What follows belongs to an exercise in optimizing a design on an open flow for small area and a short achievable clock period; a production flow would make more cautious choices.
Power figures rest on the tool's default switching activity, not on a simulated workload.

## rgb565_pixel_alu_top
module rgb565_pixel_alu_top (
	input  logic        clk,
	input  logic        arst_n,
	input  logic        in_valid,
	output logic        in_ready,
	input  logic [2:0]  in_op,
	input  logic [15:0] in_color_a,
	input  logic [15:0] in_color_b,
	input  logic [8:0]  in_weight,
	input  logic [15:0] in_scale_num,
	input  logic [15:0] in_scale_den,
	input  logic [2:0]  in_red_depth,
	input  logic [2:0]  in_green_depth,
	input  logic [2:0]  in_blue_depth,
	output logic        out_valid,
	input  logic        out_ready,
	output logic [15:0] out_color
);
	logic        accept_ok;
	logic        div_c;
	logic        lerp_c;
	logic [15:0] y_c;
	logic [5:0]  xr_c, xb_c;
	logic [6:0]  xg_c;
	logic [4:0]  br_c, bb_c;
	logic [5:0]  bg_c;
	logic        valid_d;
	logic        div_d;
	logic [15:0] y_d;
	logic [15:0] den_d;
	logic [5:0]  xr_d, xb_d;
	logic [6:0]  xg_d;
	logic [4:0]  br_d, bb_d;
	logic [5:0]  bg_d;
	logic        valid_a;
	logic        div_a;
	logic [15:0] den_a;
	logic [6:0]   valid_k;
	logic [6:0]   div_k;
	logic [111:0] den_k;
	logic [4:0]  red, blue;
	logic [5:0]  green;
	assign in_ready = accept_ok;
	assign div_c  = (in_op == OP_SCALE) && (in_scale_den != 16'd0);
	assign lerp_c = (in_op == OP_LERP) && !in_weight[8];
	assign y_c    = (in_op == OP_SCALE) ? in_scale_num : {8'd0, in_weight[7:0]};
	rpa_lane_dec #(.Width(5)) u_dec_r (
		.op(in_op), .div(div_c), .lerp(lerp_c),
		.chan_a(in_color_a[15:11]), .chan_b(in_color_b[15:11]),
		.wide_w(in_weight[8]), .depth(in_red_depth), .mul_x(xr_c), .base(br_c));
	rpa_lane_dec #(.Width(6)) u_dec_g (
		.op(in_op), .div(div_c), .lerp(lerp_c),
		.chan_a(in_color_a[10:5]), .chan_b(in_color_b[10:5]),
  ...
Size in the first run: about 4,700 cells after synthesis, roughly 110 I/O pins.
clock: 6.3 ns
lec_check: 0
cap_margin: 20
core_margin: 2
core_utilization: 40
setup_slack_margin: 3.3
slew_margin: 20
run.sh (not shown) runs the stock make flow with config.mk's settings and CLKGATE_MAP_FILE= SYNTH_SCRIPT=/design/flow/synth_recipe.tcl, a recipe that flattens the netlist after the stock synthesis.
The first run finished with timing, DRC and antenna clean.
Next try:
--- a/flow/design.v
+++ b/flow/design.v
@@ -54,29 +54,30 @@
 	end
 	always_comb begin
 		if (div) begin
 			mul_x = {1'b0, chan_a};
 		end else if (lerp) begin
 			mul_x = {1'b0, chan_b} - {1'b0, chan_a};
 		end else begin
 			mul_x = '0;
 		end
 	end
-	assign base = div ? '0 : other;
+	assign base = other;
 endmodule
 module rpa_lane #(
 	parameter int unsigned Width = 5
 ) (
 	input  logic             clk,
 	input  logic [Width:0]   mul_x,
 	input  logic [Width-1:0] base,
 	input  logic [15:0]      mul_y,
+	input  logic             div_d,
 	input  logic [111:0]     den_k,
 	input  logic [6:0]       div_k,
 	output logic [Width-1:0] chan_out
 );
 	localparam int unsigned N  = Width + 16;
 	localparam int unsigned NR = Width + 2;
 	localparam logic [Width-1:0] ChanMax = '1;
 	function automatic int rows_at(int level);
 		int c;
 		c = NR;
@@ -98,21 +99,21 @@
 		end
 		levels = l;
 	endfunction
 	localparam int unsigned NL = levels(NR);
 	logic [(NL+1)*NR*N-1:0] lv;
 	logic [N-1:0]           s_r, c_r;
 	for (genvar i = 0; i < Width; i++) begin : g_pp
 		assign lv[i*N +: N] = mul_x[i] ? (N'(mul_y) << i) : '0;
 	end
 	assign lv[Width*N +: N]     = mul_x[Width] ? ~(N'(mul_y) << Width) : '0;
-	assign lv[(Width+1)*N +: N] = (N'(base) << 8) | N'(mul_x[Width]);
+	assign lv[(Width+1)*N +: N] = (N'(div_d ? '0 : base) << 8) | N'(mul_x[Width]);
 	for (genvar l = 0; l < NL; l++) begin : g_lvl
 		localparam int C = rows_at(l);
 		localparam int G = C / 3;
 		for (genvar g = 0; g < G; g++) begin : g_csa
 			logic [N-1:0] x, y, z;
 			assign x = lv[(l*NR + 3*g)*N +: N];
 			assign y = lv[(l*NR + 3*g + 1)*N +: N];
 			assign z = lv[(l*NR + 3*g + 2)*N +: N];
 			assign lv[((l+1)*NR + 2*g)*N +: N]     = x ^ y ^ z;
 			assign lv[((l+1)*NR + 2*g + 1)*N +: N] = ((x & y) | (x & z) | (y & z)) << 1;
@@ -181,21 +182,31 @@
 ) (
 	input  logic        clk,
 	input  logic        arst_n,
 	input  logic        valid,
 	input  logic [15:0] color,
 	input  logic        out_ready,
 	output logic        out_valid,
 	output logic [15:0] color_out,
 	output logic        accept_ok
 );
-	localparam int unsigned AW = $clog2(Depth);
+	function automatic int addr_bits(int n);
+		int b;
+		b = 1;
+		for (int i = 1; i < 16; i++) begin
+			if ((1 << i) < n) begin
+				b = i + 1;
+			end
+		end
+		addr_bits = b;
+	endfunction
+	localparam int unsigned AW = addr_bits(Depth);
 	logic [15:0]   mem [0:Depth-1];
 	logic [AW-1:0] wr_ptr;
 	logic [AW-1:0] rd_ptr;
 	logic [AW:0]   count;
 	logic          out_free;
 	logic          fifo_empty;
 	logic          pop;
 	logic          push;
 	assign accept_ok  = !out_valid || out_ready;
 	assign out_free   = accept_ok;
@@ -314,27 +325,27 @@
 		xb_d  <= xb_c;
 		br_d  <= br_c;
 		bg_d  <= bg_c;
 		bb_d  <= bb_c;
 		div_a <= div_d;
 		den_a <= div_d ? den_d : 16'hFFFF;
 		div_k <= {div_k[5:1], div_a, 1'b0};
 		den_k <= {den_k[95:16], den_a, 16'd0};
 	end
 	rpa_lane #(.Width(5)) u_lane_r (
-		.clk(clk), .mul_x(xr_d), .base(br_d), .mul_y(y_d),
+		.clk(clk), .mul_x(xr_d), .base(br_d), .mul_y(y_d), .div_d(div_d),
 		.den_k(den_k), .div_k(div_k), .chan_out(red));
 	rpa_lane #(.Width(6)) u_lane_g (
-		.clk(clk), .mul_x(xg_d), .base(bg_d), .mul_y(y_d),
+		.clk(clk), .mul_x(xg_d), .base(bg_d), .mul_y(y_d), .div_d(div_d),
 		.den_k(den_k), .div_k(div_k), .chan_out(green));
 	rpa_lane #(.Width(5)) u_lane_b (
-		.clk(clk), .mul_x(xb_d), .base(bb_d), .mul_y(y_d),
+		.clk(clk), .mul_x(xb_d), .base(bb_d), .mul_y(y_d), .div_d(div_d),
 		.den_k(den_k), .div_k(div_k), .chan_out(blue));
 	rpa_merge #(.Depth(8)) u_merge (
 		.clk      (clk),
 		.arst_n   (arst_n),
 		.valid    (valid_k[6]),
 		.color    ({red, green, blue}),
 		.out_ready(out_ready),
 		.out_valid(out_valid),
 		.color_out(out_color),
 		.accept_ok(accept_ok)
Sequential power went down by about 0.6%.
Setup slack improves by 44 ps.
Clock skew goes up by 6.7 ps.
Clock power is about the same.
Cell count increases by 0.63%.
Register-to-register slack barely changes.
Global-route usage is about the same.
Clock-buffer cell count goes up by 2.
Die area barely changes.
Non-clock buffer count rises by 37.
Synthesized cell count is about the same.
Routed wire length climbs by 0.86%.
Via count is about the same.
Function was not checked in any run of this note: the RTL went through the layout flow alone.

re-timing with driven ports:
The flow's constraints put no driver on any port. The routed layouts listed below were extracted and timed again, unchanged, in two steps. Step 1: set_driving_cell puts a clkbuf_16 on clk and a buf_2 on each other input, an assumption about the parent block. Step 2, shift: input delay + t, output delay - t, t = (earliest + latest rising clock arrival at the registers) / 2. This alone moves slack from input paths to output paths. a / b / c = ideal / step 1 / step 2; a / b = the first two.
run | t (ns) | setup slack, ns | pins driven straight from the clock port
the first run | 0.742 | 3.304 / 3.303 / 2.602 | 1
the second run | 0.731 | 3.348 / 3.348 / 2.665 | 1
After both steps every run listed still meets setup and hold. The setup slack of the first run, which loses most, moves by -0.001 ns with the drivers and by -0.702 ns with both steps.
